What follows belongs to an exercise in optimizing a design on an open flow for small area, a short achievable clock period and few clock cycles per item; a production flow would make more cautious choices. In this exercise RTL edits were held to simulation tests only and were not proved equivalent to the original. Power and IR drop assume default switching activity.

## design/flow/run.sh

```bash
#!/bin/bash
# synth_recipe.tcl (not shown) runs the flow's synth.tcl, then flattens the netlist and writes it again
# the make line also repeats each setting of config.mk as NAME=value (left out here)
make -C /OpenROAD-flow-scripts/flow DESIGN_CONFIG=/design/flow/config.mk WORK_HOME=/design/flow/orfs CLKGATE_MAP_FILE= SYNTH_SCRIPT=/design/flow/synth_recipe.tcl finish
```

## design/flow/config.mk

```make
export PLATFORM = sky130hd
export DESIGN_NAME = stochastic_calcium_cluster_step
export DESIGN_NICKNAME = stochastic_calcium_cluster_step
export VERILOG_FILES = /design/flow/design.v
export SDC_FILE = /design/flow/constraint.sdc
export NUM_CORES = 4
export LEC_CHECK = 0
export CAP_MARGIN = 20
export CORE_MARGIN = 2
export CORE_UTILIZATION = 40
export PLACE_DENSITY = 0.6
export SETUP_SLACK_MARGIN = 3
export SLEW_MARGIN = 20
```

## design/flow/constraint.sdc

```tcl
create_clock -name core_clock -period 11.0 [get_ports {clock}]
set_input_delay 2.2000 -clock core_clock [delete_from_list [all_inputs] [get_ports {clock}]]
set_output_delay 2.2000 -clock core_clock [all_outputs]
set_load 0.01 [all_outputs]
```

## design/flow/design.v

```verilog
`timescale 1ns / 1ps
package scs_pkg;
   localparam int NUM_CLUSTERS_DEF = 10;
   localparam int MAX_CHANNELS_DEF = 15;
   localparam int REQ_DATA_W = 40;
   localparam int RSP_DATA_W = 40;
   localparam int CSR_DATA_W = 24;
   localparam int CSR_IDX_W  = 3;
   localparam logic [CSR_IDX_W-1:0] REG_OPEN_SCALE = 3'd0;
   localparam logic [CSR_IDX_W-1:0] REG_REFR_PROB  = 3'd1;
   localparam logic [CSR_IDX_W-1:0] REG_CLOSE_PROB = 3'd2;
   localparam logic [CSR_IDX_W-1:0] REG_REFR_NUM   = 3'd3;
   localparam logic [CSR_IDX_W-1:0] REG_CA_REST    = 3'd4;
   localparam logic [CSR_IDX_W-1:0] REG_CA_THRESH  = 3'd5;
   localparam logic [CSR_IDX_W-1:0] REG_LEAK       = 3'd6;
   localparam logic [CSR_IDX_W-1:0] REG_PUFF       = 3'd7;
   localparam logic [23:0] OPEN_SCALE_RST = 24'd16777;
   localparam logic [23:0] REFR_PROB_RST  = 24'd335544;
   localparam logic [23:0] CLOSE_PROB_RST = 24'd838861;
   localparam logic [3:0]  REFR_NUM_RST   = 4'd3;
   localparam logic [23:0] CA_REST_RST    = 24'd13107;
   localparam logic [23:0] CA_THRESH_RST  = 24'd32768;
   localparam logic [23:0] LEAK_RST       = 24'd16777;
   localparam logic [23:0] PUFF_RST       = 24'd655;
   localparam logic [5:0] DIV_STEPS = 6'd42;
   typedef enum logic [3:0] {
      ST_IDLE, ST_UPDATE, ST_LEAK, ST_SUM, ST_SQUARE, ST_CUBE,
      ST_DIV_LOAD, ST_DIV, ST_SCALE, ST_EMIT
   } state_type;
   typedef struct packed {
      logic capture;
      logic update;
      logic leak;
      logic sum;
      logic square;
      logic cube;
      logic div_load;
      logic div_step;
      logic scale;
      logic emit;
   } cmd_type;
   typedef struct packed {
      logic last_item;
      logic div_last;
      logic rsp_full;
   } sts_type;
endpackage
`timescale 1ns / 1ps
module scs_bk_add #(
   parameter int W = 8
) (
   input  logic [W-1:0] a,
   input  logic [W-1:0] b,
   input  logic         ci,
   output logic [W-1:0] s,
   output logic         co
);
   logic [W-1:0] g, p, gg, pp;
   always_comb begin
      g     = a & b;
      p     = a ^ b;
      gg    = g;
      pp    = p;
      gg[0] = g[0] | (p[0] & ci);
      for (int d = 1; d < W; d = d * 2) begin
         for (int i = 2 * d - 1; i < W; i = i + 2 * d) begin
            gg[i] = gg[i] | (pp[i] & gg[i - d]);
            pp[i] = pp[i] & pp[i - d];
         end
      end
      for (int d = 32; d >= 1; d = d / 2) begin
         for (int i = 3 * d - 1; i < W; i = i + 2 * d) begin
            gg[i] = gg[i] | (pp[i] & gg[i - d]);
            pp[i] = pp[i] & pp[i - d];
         end
      end
      s[0] = p[0] ^ ci;
      for (int i = 1; i < W; i++) s[i] = p[i] ^ gg[i - 1];
      co = gg[W - 1];
   end
endmodule
`timescale 1ns / 1ps
module stochastic_calcium_cluster_step #(
   parameter int NUM_CLUSTERS = scs_pkg::NUM_CLUSTERS_DEF,
   parameter int MAX_CHANNELS = scs_pkg::MAX_CHANNELS_DEF
) (
   input  logic                            clock,
   input  logic                            reset,
   input  logic                            req_tvalid,
   output logic                            req_tready,
   input  logic [scs_pkg::REQ_DATA_W-1:0]  req_tdata,
   input  logic                            req_tlast,
   output logic                            rsp_tvalid,
   input  logic                            rsp_tready,
   output logic [scs_pkg::RSP_DATA_W-1:0]  rsp_tdata,
   output logic                            rsp_tuser,
   input  logic                            csr_we,
   input  logic [scs_pkg::CSR_IDX_W-1:0]   csr_index,
   input  logic [scs_pkg::CSR_DATA_W-1:0]  csr_wdata
);
   localparam int NC = 10;    
   localparam int NP = 3;     
   localparam logic [23:0] P_RST = 24'd133;    
   localparam logic [25:0] BASE_RST = 26'(scs_pkg::CA_REST_RST) + (26'd1 << 25);
   logic [23:0] os_q, refr_q, close_q, rest_q, thr_q, lk_q, puff_q;
   logic [3:0]  rnum_q;
   always_ff @(posedge clock) begin
      if (reset) begin
         os_q    <= scs_pkg::OPEN_SCALE_RST;
         refr_q  <= scs_pkg::REFR_PROB_RST;
         close_q <= scs_pkg::CLOSE_PROB_RST;
         rnum_q  <= scs_pkg::REFR_NUM_RST;
         rest_q  <= scs_pkg::CA_REST_RST;
         thr_q   <= scs_pkg::CA_THRESH_RST;
         lk_q    <= scs_pkg::LEAK_RST;
         puff_q  <= scs_pkg::PUFF_RST;
      end else if (csr_we) begin
         case (csr_index)
            3'd0: os_q    <= csr_wdata;
            3'd1: refr_q  <= csr_wdata;
            3'd2: close_q <= csr_wdata;
            3'd3: rnum_q  <= csr_wdata[3:0];
            3'd4: rest_q  <= csr_wdata;
            3'd5: thr_q   <= csr_wdata;
            3'd6: lk_q    <= csr_wdata;
            default: puff_q <= csr_wdata;
         endcase
      end
   end
   logic [4:0]    cs [NC];
   logic [NC-1:0] pendc;              
   logic [NP-1:0] pv;                 
   logic [3:0]    pidx [NP];
   logic [23:0]   pr [NP];
   logic [3:0]    pdv [NP];           
   logic [NP-1:0] ppred;              
   logic [NP-1:0] plag2;              
   logic [7:0]    tot_q;
   logic [23:0]   p_q;
   logic [1:0]    nl_q;               
   logic          vfy_q;              
   localparam int M_WAIT = 0, M_LK0 = 1, M_LK = 2, M_LKB = 3, M_CA = 4, M_SQ = 5,
                  M_CB = 6, M_LEAK = 7, M_BASE = 8;
   logic [8:0]  ms;
   logic        mc_q;
   logic [23:0] cn_q, mca_q;
   logic        mspk_q, neg_q, base_ok, m_den, m_conf;
   logic        eager_q, base_wr;    
   logic [25:0] base_q, base_nx;    
   logic [40:0] x_q;
   logic [44:0] acc_q;
   logic [7:0]  tsn_q;
   logic [2:0]  skip_q;
   logic        d_div, d_fin, d_emit;
   logic [40:0] d_q, r_q;
   logic [3:0]  cnt_q;
   logic [2:0]  g_q;
   logic [47:0] h_q;
   logic [7:0]  dtsn_q;
   logic [23:0] dca_q;
   logic        dspk_q;
   logic        rsp_v;
   logic          dfr_v;
   logic [23:0]   dfr_r;
   logic [3:0]    dfr_d, dfr_i;
   logic [NC-1:0] dfr_oh;
   logic [NC-1:0] in_oh, req_oh;
   logic [4:0]    s_old, s_new;
   logic          s_zero, s_neg, req_ok, guess, replay, src_last, hit_pend;
   logic          lt_refr, lt_close, lt_p;
   logic          blk, take, upd, launch, launch_ok, defer;
   logic [23:0]   req_r;
   logic [3:0]    src_d, src_i, draw_v, nref;
   assign launch_ok = ms[M_WAIT] & ~m_den & (nl_q != 2'd2);
   always_comb begin
      for (int i = 0; i < NC; i++) in_oh[i] = req_tdata[33:28] == 6'(i);
      replay   = dfr_v & ~|(dfr_oh & pendc);
      req_oh   = replay ? dfr_oh : in_oh;
      req_r    = replay ? dfr_r : req_tdata[23:0];
      src_d    = replay ? dfr_d : req_tdata[27:24];
      src_i    = replay ? dfr_i : req_tdata[31:28];
      src_last = ~replay & req_tlast;
      s_old    = 5'd0;
      for (int i = 0; i < NC; i++) s_old = s_old | (req_oh[i] ? cs[i] : 5'd0);
      req_ok   = |req_oh;
      s_zero   = s_old == 5'd0;
      s_neg    = s_old[4];
      lt_refr  = req_r < refr_q;
      lt_close = req_r < close_q;
      lt_p     = req_r < p_q;
      hit_pend = |(req_oh & pendc);
      guess    = req_ok & s_zero & (nl_q != 2'd0);
      blk      = hit_pend | (guess & (&pv)) | (src_last & (~launch_ok | dfr_v));
      take     = (replay | req_tvalid) & ~blk;
      upd      = take & req_ok;
      launch   = take & src_last;
      defer    = ~replay & req_tvalid & hit_pend & ~dfr_v & ~req_tlast;
      draw_v   = (src_d == 4'd0) ? 4'd1 : src_d;
      nref     = (rnum_q == 4'd0) ? 4'd1 : rnum_q;
      s_new    = s_old;
      if (s_neg) begin
         if (lt_refr) s_new = s_old + 5'd1;
      end else if (s_zero) begin
         if (lt_p) s_new = {1'b0, draw_v};
      end else if (lt_close) begin
         s_new = (s_old == 5'd1) ? (5'd1 - {1'b0, nref}) : (s_old - 5'd1);
      end
   end
   assign req_tready = ~replay & (~blk | (hit_pend & ~dfr_v & ~req_tlast));
   always_ff @(posedge clock) begin
      if (reset) dfr_v <= 1'b0;
      else if (defer) dfr_v <= 1'b1;
      else if (replay && take) dfr_v <= 1'b0;
   end
   always_ff @(posedge clock) begin
      if (defer) begin
         dfr_oh <= in_oh;
         dfr_r  <= req_tdata[23:0];
         dfr_d  <= req_tdata[27:24];
         dfr_i  <= req_tdata[31:28];
      end
   end
   logic [24:0] act_d [NP];
   for (genvar j = 0; j < NP; j++) begin : g_act
      logic co;
      scs_bk_add #(.W(25)) u_cmp (
         .a({1'b0, pr[j]}), .b(~{1'b0, p_q}), .ci(1'b1), .s(act_d[j]), .co(co));
   end
   logic [NP-1:0] act, mis;
   logic [7:0]    fix1, fix2;         
   logic          mispredict;
   always_comb begin
      fix1 = 8'd0;
      fix2 = 8'd0;
      for (int j = 0; j < NP; j++) begin
         act[j] = act_d[j][24];
         mis[j] = vfy_q & pv[j] & (act[j] != ppred[j]);
         if (mis[j]) begin
            if (plag2[j]) fix2 = act[j] ? fix2 + 8'(pdv[j]) : fix2 - 8'(pdv[j]);
            else          fix1 = act[j] ? fix1 + 8'(pdv[j]) : fix1 - 8'(pdv[j]);
         end
      end
      mispredict = |(mis & ~plag2) & (nl_q != 2'd0);
   end
   logic [NP-1:0] slot;
   always_comb begin
      slot = '0;
      for (int j = NP - 1; j >= 0; j--) begin
         if (!pv[j]) begin
            slot    = '0;
            slot[j] = 1'b1;
         end
      end
   end
   logic [7:0] tot_n;
   always_comb begin
      tot_n = tot_q + fix1 + fix2;
      if (upd && s_zero && lt_p)            tot_n = tot_n + 8'(draw_v);
      if (upd && !s_zero && !s_neg && lt_close) tot_n = tot_n - 8'd1;
   end
   always_ff @(posedge clock) begin
      if (reset) begin
         for (int i = 0; i < NC; i++) cs[i] <= 5'd0;
         pendc <= '0;
         pv    <= '0;
         tot_q <= 8'd0;
      end else begin
         tot_q <= tot_n;
         for (int i = 0; i < NC; i++) begin
            if (upd && req_oh[i]) cs[i] <= s_new;
            for (int j = 0; j < NP; j++)
               if (mis[j] && pidx[j] == 4'(i)) cs[i] <= act[j] ? {1'b0, pdv[j]} : 5'd0;
         end
         for (int j = 0; j < NP; j++) begin
            if (vfy_q && pv[j]) begin
               if (!plag2[j]) begin
                  pv[j] <= 1'b0;
                  for (int i = 0; i < NC; i++) if (pidx[j] == 4'(i)) pendc[i] <= 1'b0;
               end
            end
            if (upd && guess && slot[j]) pv[j] <= 1'b1;
         end
         for (int i = 0; i < NC; i++) if (upd && guess && req_oh[i]) pendc[i] <= 1'b1;
      end
   end
   always_ff @(posedge clock) begin
      for (int j = 0; j < NP; j++) begin
         if (vfy_q && pv[j] && plag2[j]) begin
            ppred[j] <= act[j];
            plag2[j] <= 1'b0;
         end
         if (upd && guess && slot[j]) begin
            pidx[j]  <= src_i;
            pr[j]    <= req_r;
            pdv[j]   <= draw_v;
            ppred[j] <= lt_p;
            plag2[j] <= nl_q[1];
         end
      end
   end
   logic [31:0] ma;
   logic [23:0] mb;
   logic [11:0] mdig;
   logic [44:0] madd, msum;
   logic        mact, leak_mul;
   always_comb begin
      leak_mul = ms[M_LK] | ms[M_LEAK];
      ma = ({32{ms[M_CA]}} & {8'd0, puff_q})
         | ({32{ms[M_SQ]}} & {8'd0, cn_q})
         | ({32{ms[M_CB]}} & x_q[31:0])
         | ({32{leak_mul}} & {8'd0, lk_q});
      mb = ({24{ms[M_CA]}} & {16'd0, tsn_q})
         | ({24{ms[M_SQ] | ms[M_CB] | leak_mul}} & cn_q);
      madd = ({45{ms[M_CA]}} & 45'(base_q))
           | ({45{ms[M_CB]}} & (45'd1 << 32))
           | ({45{leak_mul}} & (45'd1 << 23));
      mact = ms[M_CA] | ms[M_SQ] | ms[M_CB] | leak_mul;
      mdig = mc_q ? mb[23:12] : mb[11:0];
      msum = (mc_q ? acc_q : madd) + ma * mdig;
   end
   always_ff @(posedge clock) begin
      if (mact) acc_q <= msum >> 12;
   end
   logic [4:0] msb_a, msb_b;
   logic [5:0] ab;
   logic [2:0] skip;
   always_comb begin
      msb_a = 5'd0;
      for (int i = 0; i < 24; i++) if (cn_q[i]) msb_a = 5'(i);
      msb_b = 5'd0;
      for (int i = 0; i < 32; i++) if (x_q[i]) msb_b = 5'(i);
      ab   = 6'(msb_a) + 6'(msb_b);
      skip = 3'd0;
      for (int t = 1; t <= 7; t++) if (ab >= 6'(32 + 3 * t)) skip = 3'(t);
   end
   logic [24:0] dca;
   logic [23:0] mag;
   logic        cl_neg, cl_over;
   logic [23:0] cl_v;
   logic [25:0] base_n;
   logic [23:0] dca_neg;
   logic        dca_co, neg_co, base_co;
   scs_bk_add #(.W(25)) u_dca (
      .a({1'b0, mca_q}), .b(~{1'b0, rest_q}), .ci(1'b1), .s(dca), .co(dca_co));
   scs_bk_add #(.W(24)) u_neg (
      .a(~dca[23:0]), .b(24'd0), .ci(1'b1), .s(dca_neg), .co(neg_co));
   assign mag     = dca[24] ? dca_neg : dca[23:0];
   assign cl_neg  = ~|msum[32:25];
   assign cl_over = (|msum[32:26]) | (msum[25] & msum[24]);
   assign cl_v    = cl_neg ? 24'd0 : (cl_over ? 24'hFF_FFFF : msum[23:0]);
   scs_bk_add #(.W(26)) u_base (
      .a({2'b10, mca_q}), .b(neg_q ? {2'b0, acc_q[23:0]} : ~{2'b0, acc_q[23:0]}),
      .ci(~neg_q), .s(base_n), .co(base_co));
   logic csr_hit;
   assign csr_hit = csr_we && (csr_index == 3'd4 || csr_index == 3'd6);
   logic handoff, rsp_free, pdone;
   assign rsp_free = ~rsp_v | rsp_tready;
   assign handoff  = m_den & (m_conf | (vfy_q & ~mispredict)) & ~d_div & ~d_fin & ~d_emit
                     & rsp_free;
   always_ff @(posedge clock) begin
      if (reset) begin
         ms      <= 9'd1 << M_WAIT;
         mc_q    <= 1'b0;
         mca_q   <= scs_pkg::CA_REST_RST;
         mspk_q  <= 1'b0;
         base_q  <= BASE_RST;
         base_nx <= BASE_RST;
         base_ok <= 1'b1;
         m_den   <= 1'b0;
         m_conf  <= 1'b1;
         eager_q <= 1'b0;
         base_wr <= 1'b0;
      end else begin
         if (handoff) m_den <= 1'b0;
         if (vfy_q && nl_q != 2'd0) begin
            m_conf <= 1'b1;
            tsn_q  <= tsn_q + fix1;
         end
         if (ms[M_WAIT] && launch) begin
            tsn_q  <= tot_n;
            base_q <= base_nx;
            m_conf <= nl_q == 2'd0;
            mc_q   <= 1'b0;
            eager_q <= 1'b0;
            ms      <= base_ok ? (9'd1 << M_CA) : (9'd1 << M_LK0);
         end else if (ms[M_WAIT] && !base_ok && !csr_hit) begin
            eager_q <= 1'b1;
            ms      <= 9'd1 << M_LK0;
         end
         if (ms[M_LK0]) begin
            base_wr <= 1'b0;
            cn_q  <= mag;
            neg_q <= dca[24];
            ms    <= 9'd1 << M_LK;
         end
         if (ms[M_LK]) begin
            mc_q <= ~mc_q;
            if (mc_q) ms <= 9'd1 << M_LKB;
         end
         if (ms[M_LKB]) begin
            base_q  <= base_n;
            base_nx <= base_n;
            base_ok <= ~base_wr;
            ms      <= eager_q ? (9'd1 << M_WAIT) : (9'd1 << M_CA);
         end
         if (ms[M_CA]) begin
            cn_q <= cl_v;
            ms   <= 9'd1 << M_SQ;
         end
         if (ms[M_SQ]) begin
            mc_q <= ~mc_q;
            if (!mc_q) begin
               mspk_q <= cn_q >= thr_q;
               mca_q  <= (cn_q >= thr_q) ? rest_q : cn_q;
            end else begin
               x_q <= 41'(msum[35:4]);
               ms  <= 9'd1 << M_CB;
            end
         end
         if (ms[M_CB]) begin
            mc_q <= ~mc_q;
            if (mc_q) begin
               x_q    <= msum[44:4];
               skip_q <= skip;
               cn_q   <= mag;
               neg_q  <= dca[24];
               m_den  <= 1'b1;
               ms     <= 9'd1 << M_LEAK;
            end
         end
         if (ms[M_LEAK]) begin
            mc_q <= ~mc_q;
            if (mc_q) ms <= 9'd1 << M_BASE;
         end
         if (ms[M_BASE]) begin
            base_nx <= base_n;
            base_ok <= 1'b1;
            ms      <= 9'd1 << M_WAIT;
         end
         if (csr_hit) begin
            base_ok <= 1'b0;
            base_wr <= 1'b1;
         end
         if (mispredict) begin
            mc_q  <= 1'b0;
            m_den <= 1'b0;
            ms    <= 9'd1 << M_CA;
         end
      end
   end
   logic [42:0] t1;
   logic [43:0] e1, e2, e3;
   logic [43:0] e1_s, e2_s, e3_s, x3, y3, z3, s3, c3;
   logic        e1_co, e2_co, e3_co;
   assign x3 = {1'b0, r_q, 2'b11};
   assign y3 = ~{3'b0, d_q};
   assign z3 = ~{2'b0, d_q, 1'b0};
   assign s3 = x3 ^ y3 ^ z3;
   assign c3 = {((x3[42:0] & y3[42:0]) | (x3[42:0] & z3[42:0]) | (y3[42:0] & z3[42:0])), 1'b1};
   scs_bk_add #(.W(44)) u_e1 (.a(x3), .b(y3), .ci(1'b1), .s(e1_s), .co(e1_co));
   scs_bk_add #(.W(44)) u_e2 (.a(x3), .b(z3), .ci(1'b1), .s(e2_s), .co(e2_co));
   scs_bk_add #(.W(44)) u_e3 (.a(s3), .b(c3), .ci(1'b1), .s(e3_s), .co(e3_co));
   logic [1:0]  g1;
   logic [40:0] r1;
   logic [41:0] t2;
   logic [42:0] e4;
   logic        g2;
   logic [40:0] r2;
   always_comb begin
      t1 = {r_q, 2'b11};
      e1 = e1_s;
      e2 = e2_s;
      e3 = e3_s;
      if (!e3[43]) begin
         g1 = 2'd3;
         r1 = e3[40:0];
      end else if (!e2[43]) begin
         g1 = 2'd2;
         r1 = e2[40:0];
      end else if (!e1[43]) begin
         g1 = 2'd1;
         r1 = e1[40:0];
      end else begin
         g1 = 2'd0;
         r1 = t1[40:0];
      end
      t2 = {r1, 1'b1};
      e4 = {1'b0, t2} - {2'b0, d_q};
      g2 = ~e4[42];
      r2 = e4[42] ? t2[40:0] : e4[40:0];
   end
   logic [47:0] h_n, h_init;
   logic [2:0]  hu;
   logic [47:0] ha, hb0, hb1, hb2, hs1, hc1, hs2, hc2, hsh;
   logic        hn_co, hi_co;
   assign hu  = 3'd7 - g_q;
   assign ha  = {h_q[44:0], 3'b000};
   assign hb0 = hu[0] ? 48'(os_q) : 48'd0;
   assign hb1 = hu[1] ? (48'(os_q) << 1) : 48'd0;
   assign hb2 = hu[2] ? (48'(os_q) << 2) : 48'd0;
   assign hs1 = ha ^ hb0 ^ hb1;
   assign hc1 = {((ha[46:0] & hb0[46:0]) | (ha[46:0] & hb1[46:0]) | (hb0[46:0] & hb1[46:0])), 1'b0};
   assign hs2 = hs1 ^ hc1 ^ hb2;
   assign hc2 = {((hs1[46:0] & hc1[46:0]) | (hs1[46:0] & hb2[46:0]) | (hc1[46:0] & hb2[46:0])), 1'b0};
   scs_bk_add #(.W(48)) u_h (.a(hs2), .b(hc2), .ci(1'b0), .s(h_n), .co(hn_co));
   assign hsh = 48'(os_q) << (3 * (skip_q - 3'd1));
   logic [47:0] h_sub;
   scs_bk_add #(.W(48)) u_hi (.a(hsh), .b(~{24'd0, os_q}), .ci(1'b1), .s(h_sub), .co(hi_co));
   assign h_init = (skip_q == 3'd0) ? 48'd0 : h_sub;
   assign pdone  = d_fin;
   always_ff @(posedge clock) begin
      if (reset) begin
         d_div  <= 1'b0;
         d_fin  <= 1'b0;
         d_emit <= 1'b0;
         rsp_v  <= 1'b0;
         p_q    <= P_RST;
         nl_q   <= 2'd0;
         vfy_q  <= 1'b0;
      end else begin
         vfy_q <= pdone;
         nl_q  <= nl_q + {1'b0, launch} - {1'b0, pdone};
         if (handoff) begin
            d_q    <= x_q;
            r_q    <= 41'((41'd1 << (16 + 3 * skip_q)) - 41'd1);
            cnt_q  <= 4'd8 - 4'(skip_q);
            g_q    <= (skip_q == 3'd0) ? 3'd7 : 3'd0;
            h_q    <= h_init;
            dtsn_q <= tsn_q;
            dca_q  <= mca_q;
            dspk_q <= mspk_q;
            d_div  <= 1'b1;
         end
         if (d_div) begin
            r_q   <= r2;
            g_q   <= {g1, g2};
            h_q   <= h_n;
            cnt_q <= cnt_q - 4'd1;
            if (cnt_q == 4'd1) begin
               d_div <= 1'b0;
               d_fin <= 1'b1;
            end
         end
         if (d_fin) begin
            p_q   <= h_n[47:24];
            d_fin <= 1'b0;
         end
         if ((d_fin || d_emit) && rsp_free) begin
            rsp_v  <= 1'b1;
            d_emit <= 1'b0;
         end else begin
            if (d_fin) d_emit <= 1'b1;
            if (rsp_tready) rsp_v <= 1'b0;
         end
      end
   end
   assign rsp_tvalid = rsp_v;
   assign rsp_tdata  = {6'd0, dca_q, 2'd0, dtsn_q};
   assign rsp_tuser  = dspk_q;
endmodule
```

==> results of run 1 <==
kinds of logic after synthesis:
group / share of synthesized area [%]
adder cells (fa/ha/maj): 26.0
AO/OA/AOI/OAI: 17.1
multiplexers: 3.02
other: 0.00523
flip-flops: 27.9
XOR/XNOR: 3.67
buffers and inverters: 5.92
AND/OR/NAND/NOR: 16.5
cells in the mapped netlist (29+ instances only):
cell type and number:
o21ai_0 296, buf_1 37, a21oi_1 529, or3_1 31, inv_1 738, o21a_1 64, a21o_1 170, a32oi_1 31
o22ai_1 37, dfxtp_1 367, and3_1 51, o211ai_1 105, nor2_1 581, nor4_1 37, mux2i_1 169, a211oi_1 117
nand4_1 60, xnor2_1 170, ha_1 630, o21bai_1 44, clkbuf_1 298, or2_2 35, nor2b_1 67, o221ai_1 34
o31ai_1 29, nor3_1 125, nand3_1 136, and2_1 56, a31oi_1 49, xor2_1 128, nand2_1 1268, nand2b_1 85
fa_1 537, edfxtp_1 421, mux2_2 31
metal layers:
layer | GRT usage, % | share of wire (%) | up-vias
met2 | 43.0 | 46 | 2232
met1 | 34.8 | 42 | 30500
met3 | 3.14 | 6.5 | 517
met5 | 0 | 0.0049 | -
li1 | - | - | 28300
met4 | 11.8 | 5.3 | 2
final cells by class:
type | count | area (µm²) | share of cell area (%)
Clock buffer | 119 | 2560 | 3.13
Inverter | 743 | 2810 | 3.44
Timing Repair Buffer | 346 | 3290 | 4.03
Multi-Input combinational cell | 6160 | 49300 | 60.3
Clock inverter | 60 | 771 | 0.944
Tap cell | 2355 | 2950 | 3.61
Antenna cell | 1 | 2.50 | 0.00306
Sequential cell | 788 | 20000 | 24.5
power by group through the flow:
stage	Sequential (W)	Clock (W)	Combinational, W
floorplan	0.00330	0	0.00111
detailed placement	0.00339	0	0.00162
CTS	0.00332	0.00346	0.00175
global route	0.00332	0.00357	0.00205
global placement	0.00339	0	0.00159
finish	0.00332	0.00342	0.00188
flip-flops by register name, summed over array words and instances, names as in the netlist, 26 cells and up:
| register | cells |
|---|---|
| pr | 72 |
| cs | 50 |
| h_q | 45 |
| d_q | 41 |
| r_q | 41 |
| x_q | 41 |
| acc_q | 33 |
| base_nx | 26 |
| base_q | 26 |
per-stage QoR:
step | hold WS [ns] | worst slack (ns) | utilization [%] | total power [W]
3_5_place_dp | 0.424 | 1.26 | 42.2 | 0.00501
6_report | 0.438 | 3.13 | 45.8 | 0.00862
5_1_grt | 0.454 | 2.76 | 45.8 | 0.00893
4_1_cts | 0.437 | 3.00 | 45.0 | 0.00853
2_1_floorplan | 0.409 | 3.00 | - | 0.00441
3_3_place_gp | 0.422 | 1.34 | 42.2 | 0.00498
how the worst max path moves through the flow:
| stage | startpoint | to | slack (ns) | depth (start not counted) |
|---|---|---|---|---|
| 2_1_floorplan | ms[7]$_SDFF_PP0_ | cn_q[0]$_DFFE_PN_ | 3.00 | 31 |
| 3_3_place_gp | ms[7]$_SDFF_PP0_ | cn_q[0]$_DFFE_PN_ | 1.34 | 28 |
| 3_5_place_dp | ms[7]$_SDFF_PP0_ | cn_q[0]$_DFFE_PN_ | 1.26 | 28 |
| 4_1_cts | p_q[13]$_SDFFE_PP0P_ | tsn_q[7]$_DFFE_PP_ | 3.00 | 35 |
| 5_1_grt | p_q[15]$_SDFFE_PP0P_ | tsn_q[7]$_DFFE_PP_ | 2.76 | 36 |
| 6_report | p_q[15]$_SDFFE_PP0P_ | tsn_q[7]$_DFFE_PP_ | 3.13 | 30 |
worst max-delay path: cells and delay by family (launching register included):
kind                     cells  cell delay (ns)
buffers and inverters        3             0.41
AND/OR/NAND/NOR             11             1.78
XOR/XNOR                     2             0.46
flip-flops                   1             0.36
adder cells (fa/ha/maj)      8             2.81
AO/OA/AOI/OAI                4             1.10
multiplexers                 2             0.64
what timing repair did:
| item | CTS | global route |
|---|---|---|
| gates cloned | 13 | 7 |
| gates resized for setup | 190 | 171 |
| setup buffers | 66 | 68 |
| pin swaps | 70 | 103 |
| endpoints found under the setup margin | 112 | 105 |
==> out/qor.yml, run 1 <==
dp.cells: 10200
status: "complete, no violations"
switching_power_w: 0.00271
io_pins: 116
grt_pass1_vias: 60200
cts.sinks: 788
place_congestion: 0.947
cts_made_buffers: 95
mostFrequentLayoutCells: "1256 x nand2_1, 725 x inv_1, 609 x ha_1, 557 x nor2_1, 530 x fa_1"
grt_first_pass_wirelength_um: 369000
fill_cells: 17100
slew_violations: 0
tritoncts: "done"
worstHoldStart: "mspk_q$_SDFFE_PP0P_"
path_clk_slew_ns: 0.06
cts_hold_buffers: 0
dp_hpwl_um: 181000
cp_max_fo: 5
synth_area_leaders: "edfxtp_1 18%, fa_1 15%, ha_1 11%"
layout_commonest_cell: "nand2_1"
power.density_nw_per_um2: 106
fin_setup_tns_ns: 0
chipWidth_um: 428
fin_nets: 9374
instances_no_fill: 10600
reg2reg_to: "tsn_q[7]$_DFFE_PP_"
slowest_stage: "fa_1"
endpoint_kind: "register"
hold_path_end: "dspk_q$_DFFE_PP_"
drtAntennaViolNets: 0
maxSlewHeadroom_pct: 22.1
drt_pass1_iterations: 8
seq_power_share_pct: 38.5
crit_required_ns: 11.42
drt_iter0_drc: 6135
critPathKind: "register to register"
wl_per_cell_um: 23.2
worstHoldPathCells: 0
port_buffers: 101
postLayoutCellArea_um2: 81700
irDropWorstVdd_v: 0.000127
gr-usage-all-layers_pct: 26.3
synthFlopType: "edfxtp_1"
async_flop_share_pct: 0
start_util_pct: 40.2
cts_root_buf: "clkbuf_16"
cts_max_level: 3
reg2reg_setup_slack_ns: 3.13
grt_max_degree: 140
synth_top_cell_by_area: "edfxtp_1"
num_rows: 155
swShare_pct: 31.5
maxCapViolCount: 0
hold_viol_final: 0
p_leak_nw: 33.5
hold_class: "register to register"
p_clk_share_pct: 39.7
route.detailed.drc: 0
worstRegToRegCells: 30
worst_pin_slew_ns: 1.16
ys_seq_area_share_pct: 27.9
setup_viol: 0
syn_inst: 8032
finalCritPeriodShare_pct: 71.6
via_per_inst: 5.82
ys_ff_latch: 788
cp.arrival_ns: 8.30
intPower_w: 0.00591
antenna_found_initial: 3
coreArea_um2: 178000
die_h_um: 428
yosysTopAreaCellShare_pct: 17.6
num_vias: 61600
clock.fmax_mhz: 127
clock_skew_ns: 0.0609
critPathMaxStageDelay_ns: 0.46
rsz0062_at_grt: "true"
synth_edf_count: 421
yosysWarnings: 15
combPwrFrac_pct: 21.8
insertion_delay_ns: 0.75
syn_avg_cell_area_um2: 8.93
overflow: 0
min_period_ns: 7.87
die-area_um2: 183000
drive_gt1_share_pct: 9.72
synthesis.area_um2: 71800
start_kind: "register"
syn_to_final_growth_pct: 13.8
synth_cell_types: 119
wl_um: 246000
place_area_um2: 75300
rr_startpoint: "p_q[15]$_SDFFE_PP0P_"
ctsLongestPathBuffers: 3
Testbench counts, summed over its fixed seeds: cycles 3,871, steps 320.
==> run 2, diff against run 1 <==
--- a/design/flow/design.v
+++ b/design/flow/design.v
@@ -151,7 +151,8 @@
    logic [44:0] acc_q;
    logic [7:0]  tsn_q;
    logic [2:0]  skip_q;
-   logic        d_div, d_fin, d_emit;
+   logic        d_div, d_fin;
+   logic [23:0] os_d;                 
    logic [40:0] d_q, r_q;
    logic [3:0]  cnt_q;
    logic [2:0]  g_q;
@@ -355,8 +356,7 @@
    assign csr_hit = csr_we && (csr_index == 3'd4 || csr_index == 3'd6);
    logic handoff, rsp_free, pdone;
    assign rsp_free = ~rsp_v | rsp_tready;
-   assign handoff  = m_den & (m_conf | (vfy_q & ~mispredict)) & ~d_div & ~d_fin & ~d_emit
-                     & rsp_free;
+   assign handoff  = m_den & (m_conf | (vfy_q & ~mispredict)) & ~d_div & ~d_fin & rsp_free;
    always_ff @(posedge clock) begin
       if (reset) begin
          ms      <= 9'd1 << M_WAIT;
@@ -425,6 +425,7 @@
                cn_q   <= mag;
                neg_q  <= dca[24];
                m_den  <= 1'b1;
+               base_wr <= 1'b0;
                ms     <= 9'd1 << M_LEAK;
             end
          end
@@ -434,7 +435,7 @@
          end
          if (ms[M_BASE]) begin
             base_nx <= base_n;
-            base_ok <= 1'b1;
+            base_ok <= ~base_wr;
             ms      <= 9'd1 << M_WAIT;
          end
          if (csr_hit) begin
@@ -495,9 +496,9 @@
    logic        hn_co, hi_co;
    assign hu  = 3'd7 - g_q;
    assign ha  = {h_q[44:0], 3'b000};
-   assign hb0 = hu[0] ? 48'(os_q) : 48'd0;
-   assign hb1 = hu[1] ? (48'(os_q) << 1) : 48'd0;
-   assign hb2 = hu[2] ? (48'(os_q) << 2) : 48'd0;
+   assign hb0 = hu[0] ? 48'(os_d) : 48'd0;
+   assign hb1 = hu[1] ? (48'(os_d) << 1) : 48'd0;
+   assign hb2 = hu[2] ? (48'(os_d) << 2) : 48'd0;
    assign hs1 = ha ^ hb0 ^ hb1;
    assign hc1 = {((ha[46:0] & hb0[46:0]) | (ha[46:0] & hb1[46:0]) | (hb0[46:0] & hb1[46:0])), 1'b0};
    assign hs2 = hs1 ^ hc1 ^ hb2;
@@ -512,7 +513,6 @@
       if (reset) begin
          d_div  <= 1'b0;
          d_fin  <= 1'b0;
-         d_emit <= 1'b0;
          rsp_v  <= 1'b0;
          p_q    <= P_RST;
          nl_q   <= 2'd0;
@@ -529,6 +529,7 @@
             dtsn_q <= tsn_q;
             dca_q  <= mca_q;
             dspk_q <= mspk_q;
+            os_d   <= os_q;
             d_div  <= 1'b1;
          end
          if (d_div) begin
@@ -545,13 +546,8 @@
             p_q   <= h_n[47:24];
             d_fin <= 1'b0;
          end
-         if ((d_fin || d_emit) && rsp_free) begin
-            rsp_v  <= 1'b1;
-            d_emit <= 1'b0;
-         end else begin
-            if (d_fin) d_emit <= 1'b1;
-            if (rsp_tready) rsp_v <= 1'b0;
-         end
+         if (handoff)         rsp_v <= 1'b1;
+         else if (rsp_tready) rsp_v <= 1'b0;
       end
    end
    assign rsp_tvalid = rsp_v;
==> out/qor.yml, run 2 <==
setup_viol: 0  # unchanged
cp.arrival_ns: 8.45  # was 8.30 ns
io_pins: 116  # unchanged
crit_required_ns: 11.45  # was 11.42 ns
rsz0062_at_grt: "true"  # unchanged
finalCritPeriodShare_pct: 72.7  # was 71.6%
drtAntennaViolNets: 0  # unchanged
grt_max_degree: 88  # was 140
fill_cells: 16900  # was 17100
tritoncts: "done"  # unchanged
place_congestion: 0.946  # was 0.947
fin_setup_tns_ns: 0  # unchanged
swShare_pct: 31.2  # was 31.5%
regMostFlops: "pr"  # unchanged
min_period_ns: 7.99  # was 7.87 ns
ys_seq_area_share_pct: 28.9  # was 27.9%
chipWidth_um: 427  # was 428 µm
yosysWarnings: 15  # unchanged
grt_first_pass_wirelength_um: 350000  # was 369000 µm
wl_per_cell_um: 22.2  # was 23.2 µm
maxSlewHeadroom_pct: 19.0  # was 22.1%
maxCapViolCount: 0  # unchanged
synth_commonest_cells: "1255 x nand2_1, 714 x inv_1, 630 x ha_1, 582 x a21oi_1, 537 x fa_1"  # was 1268 x nand2_1, 738 x inv_1, 630 x ha_1, 581 x nor2_1, 537 x fa_1
layout_commonest_cell: "nand2_1"  # unchanged
power.density_nw_per_um2: 105  # was 106 nW/µm²
clock_skew_ns: 0.0671  # was 0.0609 ns
slowest_stage: "or4_4"  # was fa_1
cp_max_fo: 8  # was 5
synthFlopType: "edfxtp_1"  # unchanged
syn_inst: 7918  # was 8032
synthesis.area_um2: 71700  # was 71800 µm²
slew_violations: 0  # unchanged
critPathMaxStageDelay_ns: 0.70  # was 0.46 ns
ys_ff_latch: 811  # was 788
cts.sinks: 811  # was 788
synth_area_leaders: "edfxtp_1 19%, fa_1 15%, ha_1 11%"  # was edfxtp_1 18%, fa_1 15%, ha_1 11%
hold_viol_final: 0  # unchanged
async_flop_share_pct: 0  # unchanged
intPower_w: 0.00583  # was 0.00591 W
status: "complete, no violations"  # unchanged
synth_edf_count: 445  # was 421
hold_class: "register to register"  # unchanged
dp_hpwl_um: 174000  # was 181000 µm
wl_um: 232000  # was 246000 µm
drive_gt1_share_pct: 9.28  # was 9.72%
cts_max_level: 3  # unchanged
synth_cell_types: 103  # was 119
crit_top_cell: "fa_1"
critPathKind: "register to register"  # unchanged
route.detailed.drc: 0  # unchanged
syn_avg_cell_area_um2: 9.05  # was 8.93 µm²
endpoint_kind: "register"  # unchanged
p_leak_nw: 32.8  # was 33.5 nW
mostFrequentLayoutCells: "1238 x nand2_1, 695 x inv_1, 610 x ha_1, 552 x a21oi_1, 527 x fa_1"  # was 1256 x nand2_1, 725 x inv_1, 609 x ha_1, 557 x nor2_1, 530 x fa_1
dp_slack_ns: 1.33  # was 1.26 ns
via_per_inst: 5.69  # was 5.82
seq_power_share_pct: 40.5  # was 38.5%
setup_ws_ns: 3.01  # was 3.13 ns
num_vias: 59300  # was 61600
overflow: 0  # unchanged
synth.most_common_cell: "nand2_1"  # unchanged
port_buffers: 101  # unchanged
grt_pass1_vias: 58500  # was 60200
synth_top_cell_by_area: "edfxtp_1"  # unchanged
coreArea_um2: 178000  # about the same
top_regs: "pr: 72 flops, cs: 50 flops, h_q: 45 flops"  # unchanged
antenna_found_initial: 9  # was 3
num_rows: 155  # unchanged
p_clk_share_pct: 39.0  # was 39.7%
total_power_w: 0.00848  # was 0.00862 W
irDropWorstVdd_v: 0.000115  # was 0.000127 V
yosysTopAreaCellShare_pct: 18.6  # was 17.6%
clock.fmax_mhz: 125  # was 127 MHz
syn_to_final_growth_pct: 13.2  # was 13.8%
start_kind: "register"  # unchanged
start_util_pct: 40.2  # about the same
die_h_um: 427  # was 428 µm
switching_power_w: 0.00265  # was 0.00271 W
gr-usage-all-layers_pct: 24.8  # was 26.3%
combPwrFrac_pct: 20.5  # was 21.8%
fin_nets: 9230  # was 9374
cts_root_buf: "clkbuf_16"  # unchanged
worst_pin_slew_ns: 1.21  # was 1.16 ns
path_clk_slew_ns: 0.06  # about the same
cts_made_buffers: 93  # was 95
largest_reg_flops: 72  # unchanged
ctsLongestPathBuffers: 3  # unchanged
drt_pass1_iterations: 7  # was 8
die-area_um2: 183000  # about the same
insertion_delay_ns: 0.76  # was 0.75 ns
drt_iter0_drc: 5009  # was 6135
run 2: through the flow:
step	util (%)	instance area (µm²)	cells	hold WS, ns
floorplan	-	71700	7925	0.408
global placement	42.1	75100	10100	0.441
detailed placement	42.1	75100	10100	0.447
CTS	44.7	79600	10400	0.455
global route	45.5	81100	10400	0.467
finish	45.5	81100	10400	0.452
run 2: path summary, 6_finish.rpt:
check | from | endpoint | slack [ns] | cells after the start
setup reg to reg | ms[7]$_SDFF_PP0_ | cn_q[11]$_DFFE_PN_ | 3.01 | 29
setup / recovery | ms[7]$_SDFF_PP0_ | cn_q[11]$_DFFE_PN_ | 3.01 | 29
hold reg to reg | close_q[8]$_SDFFE_PP0P_ | close_q[8]$_SDFFE_PP0P_ | 0.45 | 2
hold / removal | close_q[8]$_SDFFE_PP0P_ | close_q[8]$_SDFFE_PP0P_ | 0.45 | 2
run 2: critical path, delay by kind of cell, from the launching register on:
kind	cells	cell delay (ns)
flops	1	0.34
simple gates	6	1.62
buf+inv	4	0.38
compound gates	13	2.62
fa+ha+maj	6	2.78
run 2: kinds of logic (layout without fill, tap and decap cells):
logic type / after synthesis / after routing / share of synthesized area, %
AOI/OAI and AO/OA: 1788 / 1795 / 16.1
and+or+nand+nor: 2536 / 2537 / 15.9
other: 1 / 14 / 0.00523
adders and majority gates: 1167 / 1167 / 26.0
buffers and inverters: 1054 / 1192 / 5.63
muxes: 258 / 258 / 3.74
xor gates and xnor gates: 303 / 303 / 3.72
DFF: 811 / 811 / 28.9
run 2: per-layer routing:
metal / share of wire, % / GRT usage (%)
met1: 42 / 32.8
met2: 46 / 40.2
met5: 0.0060 / 0
met4: 4.6 / 10.3
met3: 7.3 / 4.04
run 2: what timing repair did:
item | CTS | global route
endpoints found under the setup margin | 115 | 105
gates resized for setup | 144 | 229
buffers inserted | 62 | 54
pin swaps | 38 | 80
gates cloned | 8 | 6
hold buffers | 0 | 0
run 2: area by class of cell:
class                           instances  area (µm²)  area share (%)
Multi-Input combinational cell       6068       48500            59.8
Sequential cell                       811       20700            25.5
Timing Repair Buffer                  298        2960            3.65
Tap cell                             2355        2950            3.63
Inverter                              718        2730            3.36
Clock buffer                          128        2720            3.35
Clock inverter                         48         536           0.660
Antenna cell                            6        15.0          0.0185
run 2: power by group through the flow:
stage | registers [W] | logic, W | clock network (W)
after floorplan | 0.00340 | 0.00103 | 0
after global placement | 0.00349 | 0.00146 | 0
after detailed placement | 0.00349 | 0.00148 | 0
after CTS | 0.00343 | 0.00159 | 0.00336
after global routing | 0.00343 | 0.00190 | 0.00346
final | 0.00343 | 0.00174 | 0.00331
Testbench counts of run 2, summed over its fixed seeds: cycles 3,806, steps 320.
==> run 3, diff against run 2 <==
--- a/design/flow/design.v
+++ b/design/flow/design.v
@@ -157,9 +157,6 @@
    logic [3:0]  cnt_q;
    logic [2:0]  g_q;
    logic [47:0] h_q;
-   logic [7:0]  dtsn_q;
-   logic [23:0] dca_q;
-   logic        dspk_q;
    logic        rsp_v;
    logic          dfr_v;
    logic [23:0]   dfr_r;
@@ -172,7 +169,7 @@
    logic          blk, take, upd, launch, launch_ok, defer;
    logic [23:0]   req_r;
    logic [3:0]    src_d, src_i, draw_v, nref;
-   assign launch_ok = ms[M_WAIT] & ~m_den & (nl_q != 2'd2);
+   assign launch_ok = ms[M_WAIT] & ~m_den & (nl_q != 2'd2) & ~rsp_v;
    always_comb begin
       for (int i = 0; i < NC; i++) in_oh[i] = req_tdata[33:28] == 6'(i);
       replay   = dfr_v & ~|(dfr_oh & pendc);
@@ -352,6 +349,10 @@
    scs_bk_add #(.W(26)) u_base (
       .a({2'b10, mca_q}), .b(neg_q ? {2'b0, acc_q[23:0]} : ~{2'b0, acc_q[23:0]}),
       .ci(~neg_q), .s(base_n), .co(base_co));
+   logic [24:0] thr_d;
+   logic        thr_co;
+   scs_bk_add #(.W(25)) u_thr (
+      .a({1'b0, cn_q}), .b(~{1'b0, thr_q}), .ci(1'b1), .s(thr_d), .co(thr_co));
    logic csr_hit;
    assign csr_hit = csr_we && (csr_index == 3'd4 || csr_index == 3'd6);
    logic handoff, rsp_free, pdone;
@@ -410,8 +411,8 @@
          if (ms[M_SQ]) begin
             mc_q <= ~mc_q;
             if (!mc_q) begin
-               mspk_q <= cn_q >= thr_q;
-               mca_q  <= (cn_q >= thr_q) ? rest_q : cn_q;
+               mspk_q <= ~thr_d[24];
+               mca_q  <= thr_d[24] ? cn_q : rest_q;
             end else begin
                x_q <= 41'(msum[35:4]);
                ms  <= 9'd1 << M_CB;
@@ -526,9 +527,6 @@
             cnt_q  <= 4'd8 - 4'(skip_q);
             g_q    <= (skip_q == 3'd0) ? 3'd7 : 3'd0;
             h_q    <= h_init;
-            dtsn_q <= tsn_q;
-            dca_q  <= mca_q;
-            dspk_q <= mspk_q;
             os_d   <= os_q;
             d_div  <= 1'b1;
          end
@@ -551,6 +549,6 @@
       end
    end
    assign rsp_tvalid = rsp_v;
-   assign rsp_tdata  = {6'd0, dca_q, 2'd0, dtsn_q};
-   assign rsp_tuser  = dspk_q;
+   assign rsp_tdata  = {6'd0, mca_q, 2'd0, tsn_q};
+   assign rsp_tuser  = mspk_q;
 endmodule
==> out/qor.yml, run 3 <==
worstRegToRegCells: 33  # was 29
irDropWorstVdd_v: 0.000105  # was 0.000115 V
port_buffers: 101  # unchanged
synthesis.area_um2: 70300  # was 71700 µm²
num_vias: 60000  # was 59300
synth_cell_types: 112  # was 103
maxSlewHeadroom_pct: 17.2  # was 19.0%
wl_per_cell_um: 22.7  # was 22.2 µm
dp.cells: 9998  # was 10100
endpoint_kind: "register"  # unchanged
drt_iter0_drc: 5452  # was 5009
syn_avg_cell_area_um2: 9.01  # was 9.05 µm²
clock_skew_ns: 0.0653  # was 0.0671 ns
place_congestion: 0.959  # was 0.946
critPathBufInv: 8  # was 4
regMostFlops: "pr"  # unchanged
cts_max_level: 3  # unchanged
total_power_w: 0.00824  # was 0.00848 W
yosysWarnings: 15  # unchanged
insertion_delay_ns: 0.74  # was 0.76 ns
rr_startpoint: "ms[2]$_SDFF_PP0_"  # was ms[7]$_SDFF_PP0_
cp_max_fo: 7  # was 8
antenna_found_initial: 19  # was 9
critPathKind: "register to register"  # unchanged
startpoint: "ms[2]$_SDFF_PP0_"  # was ms[7]$_SDFF_PP0_
min_period_ns: 8.74  # was 7.99 ns
drive_gt1_share_pct: 11.6  # was 9.28%
reg2reg_to: "cn_q[23]$_DFFE_PN_"  # was cn_q[11]$_DFFE_PN_
syn_to_final_growth_pct: 15.2  # was 13.2%
yosysTopAreaCellShare_pct: 17.6  # was 18.6%
num_rows: 153  # was 155
async_flop_share_pct: 0  # unchanged
cts_root_buf: "clkbuf_16"  # unchanged
fin_nets: 9218  # was 9230
crit_path_end: "cn_q[23]$_DFFE_PN_"  # was cn_q[11]$_DFFE_PN_
hold_class: "register to register"  # unchanged
slew_violations: 0  # unchanged
critPathMaxStageDelay_ns: 0.57  # was 0.70 ns
ys_ff_latch: 778  # was 811
cts.sinks: 778  # was 811
synth_area_leaders: "edfxtp_1 18%, fa_1 15%, ha_1 11%"  # was edfxtp_1 19%, fa_1 15%, ha_1 11%
chipWidth_um: 423  # was 427 µm
critPathTopFamily: "adder cells"  # unchanged
synth_top_cell_by_area: "edfxtp_1"  # unchanged
reg2reg_setup_slack_ns: 2.26  # was 3.01 ns
wl_um: 236000  # was 232000 µm
cts_hold_buffers: 0  # unchanged
top_regs: "pr: 72 flops, cs: 50 flops, h_q: 45 flops"  # unchanged
synth_edf_count: 412  # was 445
cts_made_buffers: 89  # was 93
hold_viol_final: 0  # unchanged
tritoncts: "done"  # unchanged
route.detailed.drc: 0  # unchanged
ctsLongestPathBuffers: 3  # unchanged
fin_setup_tns_ns: 0  # unchanged
power.density_nw_per_um2: 102  # was 105 nW/µm²
finalCritPeriodShare_pct: 79.5  # was 72.7%
syn_inst: 7806  # was 7918
worst_pin_slew_ns: 1.23  # was 1.21 ns
maxCapViolCount: 0  # unchanged
layout_commonest_cell: "nand2_1"  # unchanged
coreArea_um2: 174000  # was 178000 µm²
clock.fmax_mhz: 114  # was 125 MHz
instances_no_fill: 10400  # about the same
cp_num_cells: 33  # was 29
cp.arrival_ns: 9.18  # was 8.45 ns
post-route-util_pct: 46.5  # was 45.5%
p_leak_nw: 32.9  # was 32.8 nW
grt_first_pass_wirelength_um: 357000  # was 350000 µm
die_h_um: 423  # was 427 µm
crit_required_ns: 11.44  # was 11.45 ns
fill_cells: 16600  # was 16900
synth_commonest_cells: "1134 x nand2_1, 725 x inv_1, 626 x ha_1, 581 x a21oi_1, 537 x fa_1"  # was 1255 x nand2_1, 714 x inv_1, 630 x ha_1, 582 x a21oi_1, 537 x fa_1
setup_viol: 0  # unchanged
gr-usage-all-layers_pct: 25.6  # was 24.8%
grt_max_degree: 132  # was 88
crit_top_cell: "fa_1"  # unchanged
die-area_um2: 179000  # was 183000 µm²
synthFlopType: "edfxtp_1"  # unchanged
start_kind: "register"  # unchanged
drtAntennaViolNets: 0  # unchanged
mostFrequentLayoutCells: "1116 x nand2_1, 698 x inv_1, 586 x ha_1, 552 x a21oi_1, 522 x fa_1"  # was 1238 x nand2_1, 695 x inv_1, 610 x ha_1, 552 x a21oi_1, 527 x fa_1
status: "complete, no violations"  # unchanged
dp_hpwl_um: 176000  # was 174000 µm
grt_pass1_vias: 58800  # was 58500
io_pins: 116  # unchanged
path_clk_slew_ns: 0.06  # about the same
overflow: 0  # unchanged
ys_seq_area_share_pct: 28.0  # was 28.9%
synth.most_common_cell: "nand2_1"  # unchanged
drt_pass1_iterations: 8  # was 7
slowest_stage: "fa_1"  # was or4_4
start_util_pct: 40.4  # was 40.2%
rsz0062_at_grt: "true"  # unchanged
largest_reg_flops: 72  # unchanged
via_per_inst: 5.78  # was 5.69
-- run 3: worst min path at each step --
stage | start | endpoint | slack (ns) | cells after the start
after global placement | puff_q[12]$_SDFFE_PP0P_ | puff_q[12]$_SDFFE_PP0P_ | 0.44 | 2
after global routing | close_q[4]$_SDFFE_PP0P_ | close_q[4]$_SDFFE_PP0P_ | 0.47 | 2
after CTS | thr_q[13]$_SDFFE_PP0P_ | thr_q[13]$_SDFFE_PP0P_ | 0.46 | 2
final | thr_q[3]$_SDFFE_PP0P_ | thr_q[3]$_SDFFE_PP0P_ | 0.46 | 2
after floorplan | x_q[31]$_DFFE_PN_ | d_q[31]$_DFFE_PP_ | 0.42 | 0
after detailed placement | thr_q[13]$_SDFFE_PP0P_ | thr_q[13]$_SDFFE_PP0P_ | 0.45 | 2
-- run 3: repair_timing --
| item | CTS | global route |
|---|---|---|
| resized for setup | 247 | 226 |
| setup endpoints to repair | 115 | 89 |
| pin swaps | 111 | 98 |
| gates cloned | 7 | 5 |
| buffers inserted | 134 | 72 |
-- run 3: logic make-up after synthesis --
family | count (synthesis) | synth area share [%]
XOR/XNOR | 297 | 3.72
flip-flops | 778 | 28.0
adder cells (fa/ha/maj) | 1163 | 26.4
AND/OR/NAND/NOR | 2450 | 15.9
buffers and inverters | 1077 | 5.86
multiplexers | 221 | 3.30
AO/OA/AOI/OAI | 1819 | 16.8
other | 1 | 0.00533
-- run 3: power breakdown --
| part | internal (W) | leakage [nW] | switching [W] |
|---|---|---|---|
| Combinational | 0.000684 | 24.6 | 0.00114 |
| Sequential | 0.00314 | 6.74 | 0.000153 |
| Clock | 0.00174 | 1.47 | 0.00138 |
| Total | 0.00557 | 32.9 | 0.00267 |
-- run 3: routing by layer --
layer,wire [µm],track usage [%],up-vias
li1,-,-,27500
met1,103000,35.8,29800
met2,107000,40.4,2308
met3,17800,3.71,409
met4,8100,8.89,0
met5,0,0,-
-- run 3: final cells by class --
cell class / count / area, µm² / share of cell area [%]
Antenna cell: 9 / 22.5 / 0.0278
Tap cell: 2325 / 2910 / 3.59
Sequential cell: 778 / 19700 / 24.4
Clock inverter: 46 / 534 / 0.660
Inverter: 730 / 2770 / 3.42
Multi-Input combinational cell: 5962 / 48600 / 60.1
Clock buffer: 122 / 2500 / 3.09
Timing Repair Buffer: 421 / 3880 / 4.79
-- run 3: tightest hold or removal path, stage by stage (launching register included) --
cell and delay [ns]:
dfxtp_1 0.31, nand2_1 0.05, a21oi_1 0.05
-- run 3: per-stage QoR --
step	hold WS (ns)	setup WS [ns]	area, µm²
2_1_floorplan	0.424	2.57	70500
3_3_place_gp	0.441	0.877	74000
3_5_place_dp	0.448	0.749	74000
4_1_cts	0.457	2.40	79300
5_1_grt	0.470	2.07	81000
6_report	0.456	2.26	81000
Testbench counts of run 3, summed over its fixed seeds: cycles 3,806, steps 320.
==> run 4, diff against run 3 <==
--- a/design/flow/design.v
+++ b/design/flow/design.v
@@ -300,7 +300,7 @@
    logic [23:0] mb;
    logic [11:0] mdig;
    logic [44:0] madd, msum;
-   logic        mact, leak_mul;
+   logic        leak_mul;
    always_comb begin
       leak_mul = ms[M_LK] | ms[M_LEAK];
       ma = ({32{ms[M_CA]}} & {8'd0, puff_q})
@@ -312,12 +312,11 @@
       madd = ({45{ms[M_CA]}} & 45'(base_q))
            | ({45{ms[M_CB]}} & (45'd1 << 32))
            | ({45{leak_mul}} & (45'd1 << 23));
-      mact = ms[M_CA] | ms[M_SQ] | ms[M_CB] | leak_mul;
       mdig = mc_q ? mb[23:12] : mb[11:0];
       msum = (mc_q ? acc_q : madd) + ma * mdig;
    end
    always_ff @(posedge clock) begin
-      if (mact) acc_q <= msum >> 12;
+      acc_q <= msum >> 12;    
    end
    logic [4:0] msb_a, msb_b;
    logic [5:0] ab;
@@ -523,17 +522,11 @@
          nl_q  <= nl_q + {1'b0, launch} - {1'b0, pdone};
          if (handoff) begin
             d_q    <= x_q;
-            r_q    <= 41'((41'd1 << (16 + 3 * skip_q)) - 41'd1);
             cnt_q  <= 4'd8 - 4'(skip_q);
-            g_q    <= (skip_q == 3'd0) ? 3'd7 : 3'd0;
-            h_q    <= h_init;
             os_d   <= os_q;
             d_div  <= 1'b1;
          end
          if (d_div) begin
-            r_q   <= r2;
-            g_q   <= {g1, g2};
-            h_q   <= h_n;
             cnt_q <= cnt_q - 4'd1;
             if (cnt_q == 4'd1) begin
                d_div <= 1'b0;
@@ -548,6 +541,17 @@
          else if (rsp_tready) rsp_v <= 1'b0;
       end
    end
+   always_ff @(posedge clock) begin
+      if (handoff) begin
+         r_q <= 41'((41'd1 << (16 + 3 * skip_q)) - 41'd1);
+         g_q <= (skip_q == 3'd0) ? 3'd7 : 3'd0;
+         h_q <= h_init;
+      end else begin
+         r_q <= r2;
+         g_q <= {g1, g2};
+         h_q <= h_n;
+      end
+   end
    assign rsp_tvalid = rsp_v;
    assign rsp_tdata  = {6'd0, mca_q, 2'd0, tsn_q};
    assign rsp_tuser  = mspk_q;
==> out/qor.yml, run 4 <==
cts_max_level: 3  # unchanged
gr-usage-all-layers_pct: 25.7  # was 25.6%
multi_input_area_um2: 49000  # was 48600 µm²
synth_cell_types: 104  # was 112
async_flop_share_pct: 0  # unchanged
place_congestion: 0.945  # was 0.959
min_period_ns: 8.12  # was 8.74 ns
setup_viol: 0  # unchanged
synth.most_common_cell: "nand2_1"  # unchanged
cts.sinks: 778  # unchanged
ys_ff_latch: 778  # unchanged
hold_class: "register to register"  # unchanged
route.detailed.drc: 0  # unchanged
critPathTopFamily: "adder cells"  # unchanged
synth_edf_count: 290  # was 412
synthesis.area_um2: 69700  # was 70300 µm²
worstRegToRegCells: 29  # was 33
p_leak_nw: 33.3  # was 32.9 nW
power.density_nw_per_um2: 228  # was 102 nW/µm²
top_regs: "pr: 72 flops, cs: 50 flops, h_q: 45 flops"  # unchanged
rr_startpoint: "pr[0][1]$_DFFE_PP_"  # was ms[2]$_SDFF_PP0_
clock_skew_ns: 0.0556  # was 0.0653 ns
drive_gt1_share_pct: 11.1  # was 11.6%
syn_avg_cell_area_um2: 8.76  # was 9.01 µm²
chipWidth_um: 422  # was 423 µm
layout_commonest_cell: "nand2_1"  # unchanged
postLayoutCellArea_um2: 80300  # was 81000 µm²
via_per_inst: 5.72  # was 5.78
maxSlewHeadroom_pct: 18.5  # was 17.2%
critPathBufInv: 1  # was 8
drt_iter0_drc: 5325  # was 5452
cts_hold_buffers: 0  # unchanged
mostFrequentLayoutCells: "1176 x nand2_1, 710 x inv_1, 598 x ha_1, 530 x fa_1, 520 x a21oi_1"  # was 1116 x nand2_1, 698 x inv_1, 586 x ha_1, 552 x a21oi_1, 522 x fa_1
synth_area_leaders: "fa_1 15%, dfxtp_1 14%, edfxtp_1 12%"  # was edfxtp_1 18%, fa_1 15%, ha_1 11%
wl_per_cell_um: 22.4  # was 22.7 µm
slew_violations: 0  # unchanged
synth_top_cell_by_area: "fa_1"  # was edfxtp_1
post-route-util_pct: 46.3  # was 46.5%
worst_pin_slew_ns: 1.21  # was 1.23 ns
coreArea_um2: 173000  # was 174000 µm²
reg2reg_to: "tsn_q[7]$_DFFE_PP_"  # was cn_q[23]$_DFFE_PN_
tritoncts: "done"  # unchanged
overflow: 0  # unchanged
endpoint_kind: "register"  # unchanged
cts_root_buf: "clkbuf_16"  # unchanged
grt_pass1_vias: 59100  # was 58800
worstHoldStart: "thr_q[8]$_SDFFE_PP0P_"  # was thr_q[3]$_SDFFE_PP0P_
hold_viol_final: 0  # unchanged
fin_nets: 9370  # was 9218
crit_top_cell: "ha_4"  # was fa_1
fill_cells: 16600  # about the same
largest_reg_flops: 72  # unchanged
startpoint: "pr[0][1]$_DFFE_PP_"  # was ms[2]$_SDFF_PP0_
synthFlopType: "dfxtp_1"  # was edfxtp_1
reg2reg_setup_slack_ns: 2.88  # was 2.26 ns
regMostFlops: "pr"  # unchanged
clock.fmax_mhz: 123  # was 114 MHz
cp_num_cells: 29  # was 33
drtAntennaViolNets: 0  # unchanged
status: "complete, no violations"  # unchanged
ctsLongestPathBuffers: 3  # unchanged
insertion_delay_ns: 0.73  # was 0.74 ns
crit_required_ns: 11.42  # was 11.44 ns
maxCapViolCount: 0  # unchanged
port_buffers: 101  # unchanged
path_clk_slew_ns: 0.06  # about the same
syn_to_final_growth_pct: 15.1  # was 15.2%
rsz0062_at_grt: "true"  # unchanged
drt_pass1_iterations: 9  # was 8
fin_setup_tns_ns: 0  # unchanged
grt_max_degree: 90  # was 132
start_kind: "register"  # unchanged
die_h_um: 422  # was 423 µm
cts_made_buffers: 92  # was 89
num_rows: 153  # unchanged
cp_max_fo: 4  # was 7
slowest_stage: "fa_2"  # was fa_1
wl_um: 236000  # about the same
num_vias: 60300  # was 60000
start_util_pct: 40.2  # was 40.4%
syn_inst: 7957  # was 7806
ff_latch_area_um2: 18500  # was 19700 µm²
yosysWarnings: 15  # unchanged
grt_first_pass_wirelength_um: 356000  # was 357000 µm
crit_path_end: "tsn_q[7]$_DFFE_PP_"  # was cn_q[23]$_DFFE_PN_
die-area_um2: 178000  # was 179000 µm²
yosysTopAreaCellShare_pct: 15.4  # was 17.6%
critPathKind: "register to register"  # unchanged
synth_commonest_cells: "1196 x nand2_1, 739 x inv_1, 629 x ha_1, 547 x a21oi_1, 537 x fa_1"  # was 1134 x nand2_1, 725 x inv_1, 626 x ha_1, 581 x a21oi_1, 537 x fa_1
io_pins: 116  # unchanged
antenna_found_initial: 9  # was 19
ys_seq_area_share_pct: 26.5  # was 28.0%
place_area_um2: 73300  # was 74000 µm²
irDropWorstVdd_v: 0.000226  # was 0.000105 V
critPathMaxStageDelay_ns: 0.61  # was 0.57 ns
dp_hpwl_um: 174000  # was 176000 µm
finalCritPeriodShare_pct: 73.8  # was 79.5%
cp.arrival_ns: 8.53  # was 9.18 ns
==> run 4: changes by cell type in the layout (fill, tap and decap cells not counted), sizes merged, moves of 32 or more <==
cell | previous run | this run
dfxtp | 366 | 488
edfxtp | 412 | 290
a21oi | 584 | 548
nor4 | 25 | 57
nor2 | 473 | 533
nand2 | 1135 | 1197
==> run 4: through the flow <==
stage          power (W)  cells  hold slack [ns]  worst slack (ns)
2_1_floorplan     0.0113   7964            0.427              3.02
3_3_place_gp      0.0139  10200            0.442              1.29
3_5_place_dp      0.0141  10200            0.439              1.20
4_1_cts           0.0178  10400            0.455              2.95
5_1_grt           0.0197  10500            0.466              2.54
6_report          0.0183  10500            0.455              2.88
==> run 4: routing by layer <==
layer	vias to the layer above	GRT usage [%]	routed length (µm)
li1	27900	-	-
met1	29500	33.6	99000
met2	2303	41.3	108000
met3	541	4.19	16600
met4	8	12.3	12600
met5	-	0	57
==> run 4: logic make-up after synthesis <==
logic type / after synthesis / synth area share (%)
compound gates: 1787 / 16.7
xor+xnor: 301 / 3.78
fa+ha+maj: 1166 / 26.7
buf+inv: 1092 / 5.98
flops: 778 / 26.5
mux: 224 / 3.38
other cells: 1 / 0.00538
simple gates: 2608 / 17.0
==> run 4: where the power goes <==
part | leakage, nW | internal (W) | total (W) | switching [W]
Clock | 1.56 | 0.00190 | 0.00330 | 0.00140
Sequential | 6.66 | 0.00337 | 0.00379 | 0.000419
Combinational | 25.0 | 0.00485 | 0.0112 | 0.00635
==> run 4: area by class of cell <==
class | instances | area share, %
multi-input cells | 6098 | 61.0
flip-flops and latches | 778 | 23.1
repair buffers | 419 | 4.75
well taps | 2325 | 3.62
inverters | 742 | 3.52
clock buffers | 123 | 3.25
clock inverters | 51 | 0.767
diodes | 5 | 0.0156
==> run 4: timing repair <==
| item | 4_1_cts | 5_1_grt |
|---|---|---|
| buffers inserted | 109 | 91 |
| cloned | 4 | 6 |
| resized for setup | 225 | 206 |
| endpoints found under the setup margin | 152 | 96 |
| pin swaps | 78 | 102 |
==> run 4: worst min-delay path, cell delays in order (launching register included) <==
cell	delay, ns
dfxtp_1	0.31
nand2_1	0.05
a21oi_1	0.05
==> run 4: how the worst min path moves through the flow <==
| stage | slack, ns | depth (start not counted) | to |
|---|---|---|---|
| after floorplan | 0.43 | 0 | d_q[37]$_DFFE_PP_ |
| after global placement | 0.44 | 2 | puff_q[14]$_SDFFE_PP0P_ |
| after detailed placement | 0.44 | 0 | d_q[36]$_DFFE_PP_ |
| after CTS | 0.45 | 2 | thr_q[12]$_SDFFE_PP0P_ |
| after global routing | 0.47 | 2 | refr_q[0]$_SDFFE_PP0P_ |
| final | 0.45 | 2 | thr_q[8]$_SDFFE_PP0P_ |
Testbench counts of run 4, summed over its fixed seeds: cycles 3,806, steps 320.

==> what the ideal ports hide <==
Ports are ideal in the flow. The routed layouts listed here were re-timed in OpenROAD.
Step 1 (the two cells are an assumption about what drives the block):
set clk [get_ports {clock}]
set_driving_cell -lib_cell sky130_fd_sc_hd__clkbuf_16 $clk
set_driving_cell -lib_cell sky130_fd_sc_hd__buf_2 [delete_from_list [all_inputs] $clk]
Step 2, shift: input delay + t, output delay - t, t = (earliest + latest rising clock arrival at the registers) / 2. This alone moves slack from input paths to output paths.
Slacks: no drivers / after step 1 / after step 2; pairs: no drivers / after step 1.
run | shift t [ns] | setup slack, ns | worst setup path at the end
run 1 | 0.802 | 3.127 / 3.127 / 3.127 | register to register
run 2 | 0.800 | 3.006 / 3.006 / 3.006 | register to register
run 3 | 0.791 | 2.260 / 2.260 / 2.260 | register to register
run 4 | 0.791 | 2.885 / 2.885 / 2.885 | register to register
After both steps every run listed still meets setup and hold.
